What follows belongs to an exercise in optimizing a design on an open flow for small area, a short achievable clock period and few clock cycles; a production flow would make more cautious choices.
Function was checked by simulation only, so behaviour that the tests miss may differ from the original.
Power and IR drop assume default switching activity.

## flow/design.v (module list and top-level ports; edited modules follow where they fit)
// module mma_ram: 23 lines
// module mma_lane: 2302 lines
// module matrix_multiply_accumulate_top: 396 lines
module matrix_multiply_accumulate_top (
	input  logic               clk,
	input  logic               arst_n,
	input  logic               cfg_wr_en,
	input  logic [MSIZE_W-1:0] cfg_wr_data,
	input  logic               req_valid,
	output logic               req_ready,
	input  logic [REQ_W-1:0]   req_type,
	input  logic [IDX_W-1:0]   req_index,
	input  logic [DATA_W-1:0]  req_a_value,
	input  logic [DATA_W-1:0]  req_b_value,
	output logic               rsp_valid,
	input  logic               rsp_ready,
	output logic [DATA_W-1:0]  rsp_c_value
);
  // ...
==> flow/run.sh <==
#!/bin/bash
# synth_recipe.tcl (not shown) runs the flow's synth.tcl, then flattens the netlist and writes it again
# the make line also repeats each setting of config.mk as NAME=value (left out here)
make -C /OpenROAD-flow-scripts/flow DESIGN_CONFIG=/design/flow/config.mk WORK_HOME=/design/flow/orfs CLKGATE_MAP_FILE= SYNTH_SCRIPT=/design/flow/synth_recipe.tcl finish
==> flow/config.mk <==
export PLATFORM = sky130hd
export DESIGN_NAME = matrix_multiply_accumulate_top
export DESIGN_NICKNAME = matrix_multiply_accumulate_top
export VERILOG_FILES = /design/flow/design.v
export SDC_FILE = /design/flow/constraint.sdc
export NUM_CORES = 4
export LEC_CHECK = 0
export CAP_MARGIN = 20
export CORE_MARGIN = 2
export CORE_UTILIZATION = 55
export SETUP_SLACK_MARGIN = 4.6
export SLEW_MARGIN = 20
==> flow/constraint.sdc <==
create_clock -name core_clock -period 8.0 [get_ports {clk}]
set_input_delay 1.6000 -clock core_clock [delete_from_list [all_inputs] [get_ports {clk}]]
set_output_delay 1.6000 -clock core_clock [all_outputs]
set_load 0.01 [all_outputs]
==> qor.csv, run 1 <==
metric,value,unit
worst path cell trace,buf_12 -> a22oi_1 -> xor2_1 -> fa_1 -> fa_1 -> inv_1 -> fa_1,
Filler Cell Count,55700,
I/O Buffers,114,
CTS Buf Count,935,
main combinational cell family by area after synthesis,multiplexers,
post-synthesis xor/xnor area fraction,0.0510,
Async SR Flop Fraction,0.00897,
die area,0.765,mm²
R2R Path End,g_lane[1].u_lane.m_q27_1,
synthesized flop and latch total,9366,
# nets final,28700,
ys flop type,edfxtp_1,
mapped cell area,0.417,mm²
Ports,115,
Signal buf overhead,0.0224,
Synthesized Nets,28700,
Highest Signal Layer,met5,
# clk buffers,1242,
outcome,no timing/DRC/antenna violations,
max cap viols,0,
routability cong.,0.902,
placed cells,35300,
r2r startpoint,one1_q[3][0],
Comb pwr share,0.010,
Non-clk bufs,980,
Worst Hold Class,in2async,
Vias,239000,
Worst path depth,7,
Reg area,0.252,mm²
Worst-Margin Slew,1.34,ns
"top cells by area, synth","edfxtp_1 45%, dfxtp_1 14%, mux4_2 11%",
Testbench counts, summed over its fixed seeds: cycles 16,461.
==> module matrix_multiply_accumulate_top, before the edit <==
module matrix_multiply_accumulate_top (
	input  logic               clk,
	input  logic               arst_n,
	input  logic               cfg_wr_en,
	input  logic [MSIZE_W-1:0] cfg_wr_data,
	input  logic               req_valid,
	output logic               req_ready,
	input  logic [REQ_W-1:0]   req_type,
	input  logic [IDX_W-1:0]   req_index,
	input  logic [DATA_W-1:0]  req_a_value,
	input  logic [DATA_W-1:0]  req_b_value,
	output logic               rsp_valid,
	input  logic               rsp_ready,
	output logic [DATA_W-1:0]  rsp_c_value
);
	localparam int NL = 8;
	function automatic logic [6:0] sq(input logic [3:0] n);
		logic [6:0] r;
		case (n)
			4'd1:    r = 7'd1;
			4'd2:    r = 7'd4;
			4'd3:    r = 7'd9;
			4'd4:    r = 7'd16;
			4'd5:    r = 7'd25;
			4'd6:    r = 7'd36;
			4'd7:    r = 7'd49;
			default: r = 7'd64;
		endcase
		sq = r;
	endfunction
	logic [MSIZE_W-1:0] msize_q;
	logic [3:0]         n_use;
	always_comb begin
		if (msize_q == '0) begin
			n_use = 4'd1;
		end else if (msize_q > 4'd8) begin
			n_use = 4'd8;
		end else begin
			n_use = msize_q;
		end
	end
	mma_pkg::mma_item_t q0, q1, in_item, q0_d;
	logic               q0_v, q1_v;
	logic               q1_free_q;        
	logic               take;
	logic               pop;
	assign in_item   = {req_type, req_index, req_a_value, req_b_value, n_use,
	                    {1'b0, req_index} < sq(n_use)};
	assign req_ready = q1_free_q;
	assign take      = req_valid && q1_free_q;
	logic        issue_q;           
	logic        busy_q;            
	logic [3:0]  nacc_q;
	logic [6:0]  nsq_acc_q;
	logic [5:0]  a_addr_q;
	logic [2:0]  k_q;
	logic [5:0]  base_q;
	logic [6:0]  wb_done_q;
	logic              f0_v, f1_v;
	logic [DATA_W-1:0] f0_d, f1_d;
	logic       h_in_range;
	logic       can;
	logic       h_load, h_acc, h_read, h_clear;
	logic [DATA_W-1:0] c_rd;
	logic [63:0]       cval_q;
	logic [DATA_W-1:0] read_val;
	logic              rd_byp;
	logic              rd_port;
	logic              eq_q, ge_q, lt_q;      
	logic              rsp_mv;
	logic [3:0]        wb_cnt_q, wb_cnt_d;
	logic [5:0]        wb_ptr_q, wb_ptr_d;
	logic [5:0]        c_raddr_q;
	logic              wb2_v_q;
	logic [5:0]        wb2_addr_q;
	logic              wb1_v_q;
	logic [5:0]        wb1_addr_q;
	logic [DATA_W-1:0] wb2_sum_q;
	assign h_in_range = q0.inr;
	always_comb begin
		unique case (q0.kind)
			REQ_LOAD:  can = !issue_q;
			REQ_ACC:   can = !busy_q;
			REQ_READ:  can = (!f1_v || rsp_mv) && (rd_byp || rd_port);
			default:   can = !busy_q;
		endcase
	end
	assign pop     = q0_v && can;
	assign h_load  = pop && (q0.kind == REQ_LOAD);
	assign h_acc   = pop && (q0.kind == REQ_ACC);
	assign h_read  = pop && (q0.kind == REQ_READ);
	assign h_clear = pop && (q0.kind == REQ_CLEAR);
	assign rd_byp   = wb2_v_q && eq_q;
	assign rd_port  = (wb_cnt_q == '0) && (!busy_q || ge_q || lt_q);
	assign read_val = !h_in_range ? '0 :
	                  rd_byp      ? wb2_sum_q :
	                  cval_q[q0.idx] ? c_rd : '0;
	always_ff @(posedge clk or negedge arst_n) begin
		if (!arst_n) begin
			msize_q <= MSIZE_RESET;
			q0_v      <= 1'b0;
			q1_v      <= 1'b0;
			q1_free_q <= 1'b1;
		end else begin
			if (cfg_wr_en) begin
				msize_q <= cfg_wr_data;
			end
			if (pop) begin
				q0_v      <= q1_v || take;
				q1_v      <= 1'b0;
				q1_free_q <= 1'b1;
			end else if (!q0_v) begin
				q0_v <= take;
			end else if (!q1_v) begin
				q1_v      <= take;
				q1_free_q <= !take;
			end
		end
	end
	always_ff @(posedge clk) begin
		if (!q1_v) begin
			q1 <= in_item;
		end
		q0 <= q0_d;
	end
	always_comb begin
		if (pop) begin
			q0_d = q1_v ? q1 : in_item;
		end else if (!q0_v) begin
			q0_d = in_item;
		end else begin
			q0_d = q0;
		end
	end
	logic [5:0] idx_pop, idx_hold;
	logic [6:0] done_nx;
	logic       is_acc;
	assign idx_pop  = q1_v ? q1.idx : in_item.idx;
	assign idx_hold = q0_v ? q0.idx : in_item.idx;
	assign is_acc   = q0.kind == REQ_ACC;
	assign done_nx  = wb_done_q + {6'd0, wb2_v_q};
	always_ff @(posedge clk) begin
		if (pop) begin
			eq_q <= wb1_addr_q == idx_pop;
			ge_q <= {1'b0, idx_pop} >= (is_acc ? sq(q0.n) : nsq_acc_q);
			lt_q <= !is_acc && ({1'b0, idx_pop} < done_nx);
		end else begin
			eq_q <= wb1_addr_q == idx_hold;
			ge_q <= {1'b0, idx_hold} >= nsq_acc_q;
			lt_q <= {1'b0, idx_hold} < done_nx;
		end
	end
	logic [DATA_W-1:0] a_rd;
	logic [DATA_W-1:0] b_bank [NL];
	logic [2:0]        brow_q [NL];
	logic [2:0]        brot_q;
	logic              ab_we;
	logic              wr_v_q;
	logic [5:0]        wr_idx_q;
	logic [DATA_W-1:0] wr_a_q, wr_b_q;
	assign ab_we = h_load && h_in_range;
	always_ff @(posedge clk or negedge arst_n) begin
		if (!arst_n) begin
			wr_v_q <= 1'b0;
		end else begin
			wr_v_q <= ab_we;
		end
	end
	always_ff @(posedge clk) begin
		wr_idx_q <= q0.idx;
		wr_a_q   <= q0.a;
		wr_b_q   <= q0.b;
	end
	mma_ram #(.WIDTH(DATA_W), .DEPTH(64), .NRD(1)) u_ram_a (
		.clk   (clk),
		.we    (wr_v_q),
		.waddr (wr_idx_q),
		.wdata (wr_a_q),
		.raddr (a_addr_q),
		.rdata (a_rd)
	);
	for (genvar j = 0; j < NL; j++) begin : g_bbank
		mma_ram #(.WIDTH(DATA_W), .DEPTH(8), .NRD(1)) u_ram_b (
			.clk   (clk),
			.we    (wr_v_q && (wr_idx_q[2:0] == j[2:0])),
			.waddr (wr_idx_q[5:3]),
			.wdata (wr_b_q),
			.raddr (brow_q[j]),
			.rdata (b_bank[j])
		);
	end
	logic [5:0] base_nxt;
	logic       k_last;
	assign k_last = ({1'b0, k_q} == nacc_q - 4'd1);
	always_comb begin
		if (h_acc || k_last) begin
			base_nxt = '0;
		end else begin
			base_nxt = base_q + {2'b00, nacc_q};
		end
	end
	always_ff @(posedge clk or negedge arst_n) begin
		if (!arst_n) begin
			issue_q <= 1'b0;
		end else begin
			if (h_acc) begin
				issue_q <= 1'b1;
			end else if (issue_q && ({1'b0, a_addr_q} == nsq_acc_q - 7'd1)) begin
				issue_q <= 1'b0;
			end
		end
	end
	always_ff @(posedge clk) begin
		if (h_acc) begin
			nacc_q    <= q0.n;
			nsq_acc_q <= sq(q0.n);
			a_addr_q  <= '0;
			k_q       <= '0;
		end else if (issue_q) begin
			a_addr_q <= a_addr_q + 6'd1;
			k_q      <= k_last ? 3'd0 : k_q + 3'd1;
		end
		if (h_acc || issue_q) begin
			base_q <= base_nxt;
			brot_q <= base_nxt[2:0];
			for (int j = 0; j < NL; j++) begin
				brow_q[j] <= base_nxt[5:3] + ((j[2:0] < base_nxt[2:0]) ? 3'd1 : 3'd0);
			end
		end
	end
	logic [DATA_W-1:0] rot1 [NL];
	logic [DATA_W-1:0] rot2 [NL];
	logic [DATA_W-1:0] rot4 [NL];
	logic [15:0]       one_d, two_d, neg_d;
	logic [15:0]       one1_q [NL/2];
	logic [15:0]       two1_q [NL/2];
	logic [15:0]       neg1_q [NL/2];
	logic [DATA_W-1:0] b1_q [NL];
	logic              v1_q, first1_q, last1_q;
	always_comb begin
		for (int c = 0; c < NL; c++) begin
			rot1[c] = brot_q[0] ? b_bank[(c + 1) % NL] : b_bank[c];
		end
		for (int c = 0; c < NL; c++) begin
			rot2[c] = brot_q[1] ? rot1[(c + 2) % NL] : rot1[c];
		end
		for (int c = 0; c < NL; c++) begin
			rot4[c] = brot_q[2] ? rot2[(c + 4) % NL] : rot2[c];
		end
	end
	always_comb begin
		for (int j = 0; j < 16; j++) begin
			logic am1, a0, a1;
			am1 = (j == 0) ? 1'b0 : a_rd[2*j-1];
			a0  = a_rd[2*j];
			a1  = a_rd[2*j+1];
			one_d[j] = a0 ^ am1;
			two_d[j] = (a1 & !a0 & !am1) | (!a1 & a0 & am1);
			neg_d[j] = a1;
		end
	end
	always_ff @(posedge clk) begin
		for (int p = 0; p < NL / 2; p++) begin
			one1_q[p] <= one_d;
			two1_q[p] <= two_d;
			neg1_q[p] <= neg_d;
		end
		first1_q <= (k_q == 3'd0);
		last1_q  <= k_last;
		for (int c = 0; c < NL; c++) begin
			b1_q[c] <= rot4[c];
		end
	end
	logic              v2_q, first2_q, last2_q;
	logic [DATA_W-1:0] acc_s [NL];
	logic [DATA_W-1:0] acc_c [NL];
	for (genvar c = 0; c < NL; c++) begin : g_lane
		mma_lane u_lane (
			.clk       (clk),
			.one       (one1_q[c / 2]),
			.two       (two1_q[c / 2]),
			.neg       (neg1_q[c / 2]),
			.b         (b1_q[c]),
			.first     (first2_q),
			.acc_s_nxt (acc_s[c]),
			.acc_c_nxt (acc_c[c])
		);
	end
	always_ff @(posedge clk) begin
		first2_q <= first1_q;
		last2_q  <= last1_q;
	end
	logic [DATA_W-1:0] w_s_q [NL];
	logic [DATA_W-1:0] w_c_q [NL];
	logic [DATA_W-1:0] wb1_s_q, wb1_c_q, wb1_old_q;
	logic              wb_load;
	assign wb_load = v2_q && last2_q;
	always_comb begin
		if (wb_load) begin
			wb_cnt_d = nacc_q;
		end else if (wb_cnt_q != '0) begin
			wb_cnt_d = wb_cnt_q - 4'd1;
		end else begin
			wb_cnt_d = wb_cnt_q;
		end
		if (h_acc) begin
			wb_ptr_d = '0;
		end else if (wb_cnt_q != '0) begin
			wb_ptr_d = wb_ptr_q + 6'd1;
		end else begin
			wb_ptr_d = wb_ptr_q;
		end
	end
	always_ff @(posedge clk or negedge arst_n) begin
		if (!arst_n) begin
			v1_q     <= 1'b0;
			v2_q     <= 1'b0;
			wb_cnt_q <= '0;
			wb1_v_q  <= 1'b0;
			wb2_v_q  <= 1'b0;
			busy_q   <= 1'b0;
			cval_q   <= '0;
		end else begin
			v1_q    <= issue_q;
			v2_q    <= v1_q;
			wb1_v_q <= wb_cnt_q != '0;
			wb2_v_q <= wb1_v_q;
			wb_cnt_q <= wb_cnt_d;
			if (h_acc) begin
				busy_q <= 1'b1;
			end else if (wb2_v_q && (wb_done_q == nsq_acc_q - 7'd1)) begin
				busy_q <= 1'b0;
			end
			if (h_clear) begin
				cval_q <= '0;
			end else if (wb2_v_q) begin
				cval_q[wb2_addr_q] <= 1'b1;
			end
		end
	end
	always_ff @(posedge clk) begin
		for (int c = 0; c < NL; c++) begin
			w_s_q[c] <= wb_load ? acc_s[c] : ((c + 1 < NL) ? w_s_q[(c + 1) % NL] : '0);
			w_c_q[c] <= wb_load ? acc_c[c] : ((c + 1 < NL) ? w_c_q[(c + 1) % NL] : '0);
		end
		wb_ptr_q  <= wb_ptr_d;
		c_raddr_q <= (wb_cnt_d != '0) ? wb_ptr_d : q0_d.idx;
		if (h_acc) begin
			wb_done_q <= '0;
		end else begin
			if (wb2_v_q) begin
				wb_done_q <= wb_done_q + 7'd1;
			end
		end
		wb1_addr_q <= wb_ptr_q;
		wb1_s_q    <= w_s_q[0];
		wb1_c_q    <= w_c_q[0];
		wb1_old_q  <= cval_q[wb_ptr_q] ? c_rd : '0;
		wb2_addr_q <= wb1_addr_q;
		wb2_sum_q  <= wb1_old_q + wb1_s_q + wb1_c_q;
	end
	mma_ram #(.WIDTH(DATA_W), .DEPTH(64), .NRD(1)) u_ram_c (
		.clk   (clk),
		.we    (wb2_v_q),
		.waddr (wb2_addr_q),
		.wdata (wb2_sum_q),
		.raddr (c_raddr_q),
		.rdata (c_rd)
	);
	assign rsp_mv = !f0_v || rsp_ready;
	always_ff @(posedge clk or negedge arst_n) begin
		if (!arst_n) begin
			f0_v <= 1'b0;
			f1_v <= 1'b0;
		end else begin
			if (rsp_mv) begin
				f0_v <= f1_v;
			end
			if (h_read) begin
				f1_v <= 1'b1;
			end else if (rsp_mv) begin
				f1_v <= 1'b0;
			end
		end
	end
	always_ff @(posedge clk) begin
		if (!f1_v || rsp_mv) begin
			f1_d <= read_val;
		end
		if (rsp_mv) begin
			f0_d <= f1_d;
		end
	end
	assign rsp_valid   = f0_v;
	assign rsp_c_value = f0_d;
endmodule
==> inputs of run 2 (changes only) <==
--- a/flow/design.v
+++ b/flow/design.v
@@ -2414,6 +2414,10 @@
 	logic              rd_byp;
 	logic              rd_port;
 	logic              eq_q, ge_q, lt_q;      
+	logic              eq1_q;
+	logic              rd_byp1;
+	logic              wb_cap;
+	logic [DATA_W-1:0] wb1_sum;
 	logic              rsp_mv;
 	logic [3:0]        wb_cnt_q, wb_cnt_d;
 	logic [5:0]        wb_ptr_q, wb_ptr_d;
@@ -2437,9 +2441,11 @@
 	assign h_acc   = pop && (q0.kind == REQ_ACC);
 	assign h_read  = pop && (q0.kind == REQ_READ);
 	assign h_clear = pop && (q0.kind == REQ_CLEAR);
-	assign rd_byp   = wb2_v_q && eq_q;
-	assign rd_port  = (wb_cnt_q == '0) && (!busy_q || ge_q || lt_q);
+	assign rd_byp1  = wb1_v_q && eq1_q;
+	assign rd_byp   = rd_byp1 || (wb2_v_q && eq_q);
+	assign rd_port  = !wb_cap && (!busy_q || ge_q || lt_q);
 	assign read_val = !h_in_range ? '0 :
+	                  rd_byp1     ? wb1_sum :
 	                  rd_byp      ? wb2_sum_q :
 	                  cval_q[q0.idx] ? c_rd : '0;
 	always_ff @(posedge clk or negedge arst_n) begin
@@ -2488,10 +2494,12 @@
 	assign done_nx  = wb_done_q + {6'd0, wb2_v_q};
 	always_ff @(posedge clk) begin
 		if (pop) begin
+			eq1_q <= wb_ptr_q == idx_pop;
 			eq_q <= wb1_addr_q == idx_pop;
 			ge_q <= {1'b0, idx_pop} >= (is_acc ? sq(q0.n) : nsq_acc_q);
 			lt_q <= !is_acc && ({1'b0, idx_pop} < done_nx);
 		end else begin
+			eq1_q <= wb_ptr_q == idx_hold;
 			eq_q <= wb1_addr_q == idx_hold;
 			ge_q <= {1'b0, idx_hold} >= nsq_acc_q;
 			lt_q <= {1'b0, idx_hold} < done_nx;
@@ -2641,10 +2649,12 @@
 	logic [DATA_W-1:0] w_c_q [NL];
 	logic [DATA_W-1:0] wb1_s_q, wb1_c_q, wb1_old_q;
 	logic              wb_load;
+	assign wb1_sum = wb1_old_q + wb1_s_q + wb1_c_q;
 	assign wb_load = v2_q && last2_q;
+	assign wb_cap  = wb_load || (wb_cnt_q != '0);
 	always_comb begin
 		if (wb_load) begin
-			wb_cnt_d = nacc_q;
+			wb_cnt_d = nacc_q - 4'd1;
 		end else if (wb_cnt_q != '0) begin
 			wb_cnt_d = wb_cnt_q - 4'd1;
 		end else begin
@@ -2652,7 +2662,7 @@
 		end
 		if (h_acc) begin
 			wb_ptr_d = '0;
-		end else if (wb_cnt_q != '0) begin
+		end else if (wb_cap) begin
 			wb_ptr_d = wb_ptr_q + 6'd1;
 		end else begin
 			wb_ptr_d = wb_ptr_q;
@@ -2670,7 +2680,7 @@
 		end else begin
 			v1_q    <= issue_q;
 			v2_q    <= v1_q;
-			wb1_v_q <= wb_cnt_q != '0;
+			wb1_v_q <= wb_cap;
 			wb2_v_q <= wb1_v_q;
 			wb_cnt_q <= wb_cnt_d;
 			if (h_acc) begin
@@ -2687,11 +2697,11 @@
 	end
 	always_ff @(posedge clk) begin
 		for (int c = 0; c < NL; c++) begin
-			w_s_q[c] <= wb_load ? acc_s[c] : ((c + 1 < NL) ? w_s_q[(c + 1) % NL] : '0);
-			w_c_q[c] <= wb_load ? acc_c[c] : ((c + 1 < NL) ? w_c_q[(c + 1) % NL] : '0);
+			w_s_q[c] <= (c + 1 < NL) ? (wb_load ? acc_s[(c + 1) % NL] : w_s_q[(c + 1) % NL]) : '0;
+			w_c_q[c] <= (c + 1 < NL) ? (wb_load ? acc_c[(c + 1) % NL] : w_c_q[(c + 1) % NL]) : '0;
 		end
 		wb_ptr_q  <= wb_ptr_d;
-		c_raddr_q <= (wb_cnt_d != '0) ? wb_ptr_d : q0_d.idx;
+		c_raddr_q <= ((v1_q && last1_q) || (wb_cnt_d != '0)) ? wb_ptr_d : q0_d.idx;
 		if (h_acc) begin
 			wb_done_q <= '0;
 		end else begin
@@ -2700,11 +2710,11 @@
 			end
 		end
 		wb1_addr_q <= wb_ptr_q;
-		wb1_s_q    <= w_s_q[0];
-		wb1_c_q    <= w_c_q[0];
+		wb1_s_q    <= wb_load ? acc_s[0] : w_s_q[0];
+		wb1_c_q    <= wb_load ? acc_c[0] : w_c_q[0];
 		wb1_old_q  <= cval_q[wb_ptr_q] ? c_rd : '0;
 		wb2_addr_q <= wb1_addr_q;
-		wb2_sum_q  <= wb1_old_q + wb1_s_q + wb1_c_q;
+		wb2_sum_q  <= wb1_sum;
 	end
 	mma_ram #(.WIDTH(DATA_W), .DEPTH(64), .NRD(1)) u_ram_c (
 		.clk   (clk),
--- a/flow/config.mk
+++ b/flow/config.mk
@@ -8,5 +8,8 @@
 export CAP_MARGIN = 20
 export CORE_MARGIN = 2
 export CORE_UTILIZATION = 55
+export CTS_BUF_LIST = sky130_fd_sc_hd__clkbuf_16
+export CTS_CLUSTER_DIAMETER = 70
+export CTS_CLUSTER_SIZE = 25
 export SETUP_SLACK_MARGIN = 4.6
 export SLEW_MARGIN = 20
==> qor.csv, run 2 <==
metric,value,unit,change
Worst-Skew Late Latency,1.19,ns,
Worst Path Max Fanout,3,,
setup_tns,0,ns,
post-synthesis cell type count,69,,
crit share post-route,0.462,,
outcome,no timing/DRC/antenna violations,,
CTS Hold Bufs,0,,
RSZ-0062 raised after global routing,true,,
R2R Path End,f1_d[25],,
CTS Buf Count,570,,-39%
most frequent cells in the layout,"6316 x edfxtp_1, 2682 x dfxtp_1, 2052 x mux4_2, 2048 x a22oi_1, 2024 x fa_1",,
dpl hpwl,763000,µm,
largest area contributor in the netlist,edfxtp_1,,
layout cells sized above 1,0.183,,
"commonest non-fill, non-tap cell in the layout",edfxtp_1,,
Worst path depth,15,,+8
routed len/inst,36.3,µm,
Slew Limit Fails,0,,
H-tree levels,6,,
Die Ht,875,µm,
"Core Util, Final",0.605,,
initial antenna violation count,76,,
max cap viols,0,,unchanged
"top cells by area, synth","edfxtp_1 45%, dfxtp_1 14%, mux4_2 11%",,
Worst Path Required,8.92,ns,
worst setup margin,4.31,ns,
Regs by FF count,"g_bbank.u_ram_b.mem_q x2048, u_ram_a.mem_q x2048, u_ram_c.mem_q x2048",,
largest net degree at the start of global routing,256,,
drt first pass iters,7,,
worst path cell trace,fa_1 -> ha_2 -> inv_2 -> fa_2 -> nor2b_2 -> o211ai_1 -> a311oi_2 -> o21ai_2 -> buf_4 -> a21oi_4 -> buf_12 -> o31ai_4 -> o21ai_2 -> xnor2_2 -> o211a_1,,
Setup Skew,0.0627,ns,
Crit path arrival time,4.62,ns,
Ports,115,,unchanged
Reg2Reg Setup Slack,4.31,ns,
Mean Syn Cell Area,15.7,µm²,
"delay-heaviest family, CP",compound AO/OA/AOI/OAI gates,,
Fmax,271,MHz,
drt via density,6.47,,
r2r startpoint,wb1_s_q[1],,
Leak,166,nW,
clk buf depth,4,,
Area after DPL,0.431,mm²,
Die W,875,µm,
mapped cell area,0.417,mm²,about the same
"slowest stage delay, CP",0.54,ns,
"Hold Vio Cnt, Final",0,,
Worst slew margin,0.174,,
final wirelength,1340000,µm,
Worst Hold Class,in2async,,
Tot Pwr,85.1,mW,
clk slew on worst S/H paths,0.09,ns,
I/O Buffers,114,,unchanged
1st-iter DRT viols,32800,,
cells after synthesis,26600,,
first-pass GRT wire length,1860000,µm,
sequential area share after synthesis,0.599,,
routability cong.,0.911,,+0.93%
Post-route DRC,0,,
crit path buf inv count,3,,
Syn. warnings,27,,
ys flop type,edfxtp_1,,
post-layout min period,3.69,ns,
slowest stage cell on the critical path,fa_1,,
CTS tree,built,,
Antenna Violating Nets Remaining,0,,
remaining global-route overflow,0,,
Power Density,186,mW/mm²,
share of Yosys cell area claimed by the top area cell type,0.455,,
Async SR Flop Fraction,0.00903,,+0.0000607
Worst-Margin Slew,1.24,ns,-0.105 ns
Synthesized Nets,29000,,+1.2%
Max IR drop VDD,231,µV,
area of the core,0.755,mm²,
fin area,0.457,mm²,
root buf cell,clkbuf_16,,
Vias,238000,,-0.36%
synth cell count leaders,"6316 x edfxtp_1, 2903 x dfxtp_1, 2052 x mux4_2",,
# nets final,28700,,-0.021%
clk sink count,9303,,
CP Class,reg2reg,,
"count leader, synth",edfxtp_1,,
row count,319,,
Filler Cell Count,56900,,+2.1%
worst slack at placement,3.14,ns,
number of synthesized flops with an enable pin,6316,,
Initial Utilization,0.552,,
synthesized flop and latch total,9303,,-0.67%
P&R area growth vs syn,9.52,%,
vias in the first global route,241000,,
Critical Path Start Type,flip-flop,,
critical path capture point type,flip-flop,,
die area,0.765,mm²,about the same
Worst R2R Path Depth,15,,
endpoints failing setup,0,,
Total Routing Usage GR,0.344,,
"most used cell, CP",o21ai_2,,
## run 2: how the worst max path moves through the flow
stage	start	endpoint	slack, ns
after detailed placement	rsp_ready	q0[28]	3.14
final	wb1_s_q[1]	f1_d[25]	4.31
after global placement	rsp_ready	q0[21]	3.15
after floorplan	rsp_ready	flip-flop	3.98
after CTS	f0_d[23]	rsp_c_value[23]	4.30
after global routing	wb1_s_q[1]	f1_d[19]	4.14
## run 2: metal layers
layer	global-route usage	wire length, µm	vias to the layer above
met5	0.000372	272	-
met4	0.128	67700	38
met3	0.0785	144000	2617
met2	0.530	603000	13800
met1	0.487	520000	126000
li1	-	-	95100
## run 2: through the flow
stage,cells,hold WS [ns]
floorplan,26600,0.310
finish,36800,0.308
detailed placement,35500,0.327
global placement,35500,0.324
global route,36800,0.287
CTS,36700,0.233
## run 2: cells by family (layout without fill, tap and decap cells)
logic type	count (synthesis)	count (layout)	synth area share
DFF	9303	9303	0.599
buffers and inverters	3841	3908	0.0352
and+or+nand+nor	3220	3224	0.0342
AOI/OAI and AO/OA	2876	2876	0.0492
muxes	2534	2534	0.123
xor gates and xnor gates	2454	2454	0.0515
adders and majority gates	2368	2368	0.108
other	0	28	0
## run 2: report_power, final
group | total (mW) | switching, mW | internal (mW)
Sequential | 51.2 | 0.0805 | 51.1
Combinational | 1.25 | 0.893 | 0.360
Clock | 32.7 | 17.4 | 15.3
Total | 85.1 | 18.4 | 66.7
## run 2: worst reg2reg max path: cells and delay by family (launching register included)
kind | cells | cell delay, ns
compound gates | 7 | 1.44
fa+ha+maj | 3 | 1.07
buf+inv | 3 | 0.36
flops | 1 | 0.33
simple gates | 1 | 0.15
xor+xnor | 1 | 0.13
## run 2: repair_timing
| action | CTS | global route |
|---|---|---|
| endpoints found under the setup margin | 1866 | 326 |
| cloned | 47 | 16 |
| gates resized for setup | 456 | 148 |
| setup buffers | 109 | 94 |
| pin swaps | 33 | 27 |
## run 2: area by class of cell
class	count	area, µm²	share of cell area
sequential	9303	250000	0.548
multi-input combinational	13500	156000	0.340
clock buffer	605	15100	0.0331
tap	10100	12700	0.0277
timing repair buffer	1030	11900	0.0260
inverter	1870	7060	0.0155
clock inverter	403	4040	0.00884
antenna	28	70.1	0.000153
Testbench counts of run 2, summed over its fixed seeds: cycles 16,195.

-- what the ideal ports hide --
The flow's constraints put no driver on any port. The routed layouts listed below were extracted and timed again, unchanged, in two steps.
Step 1 assumes that a clkbuf_16 drives the clock port and a buf_2 every other input.
Step 2, shift: input delay + t, output delay - t, t = (earliest + latest rising clock arrival at the registers) / 2. This alone moves slack from input paths to output paths.
Slacks: ideal ports / drivers / drivers and shift; pairs: ideal ports / drivers.
run	t, ns	setup WS [ns]	worst data-port slew with drivers (ns)	pins driven straight from the clock port
run 1	1.339	4.482 / 4.393 / 3.550	0.20	1
run 2	1.307	4.307 / 4.233 / 3.547	0.22	1
After both steps every run listed still meets setup and hold. The setup slack of run 1, which loses most, moves by -0.089 ns with the drivers and by -0.932 ns with both steps.
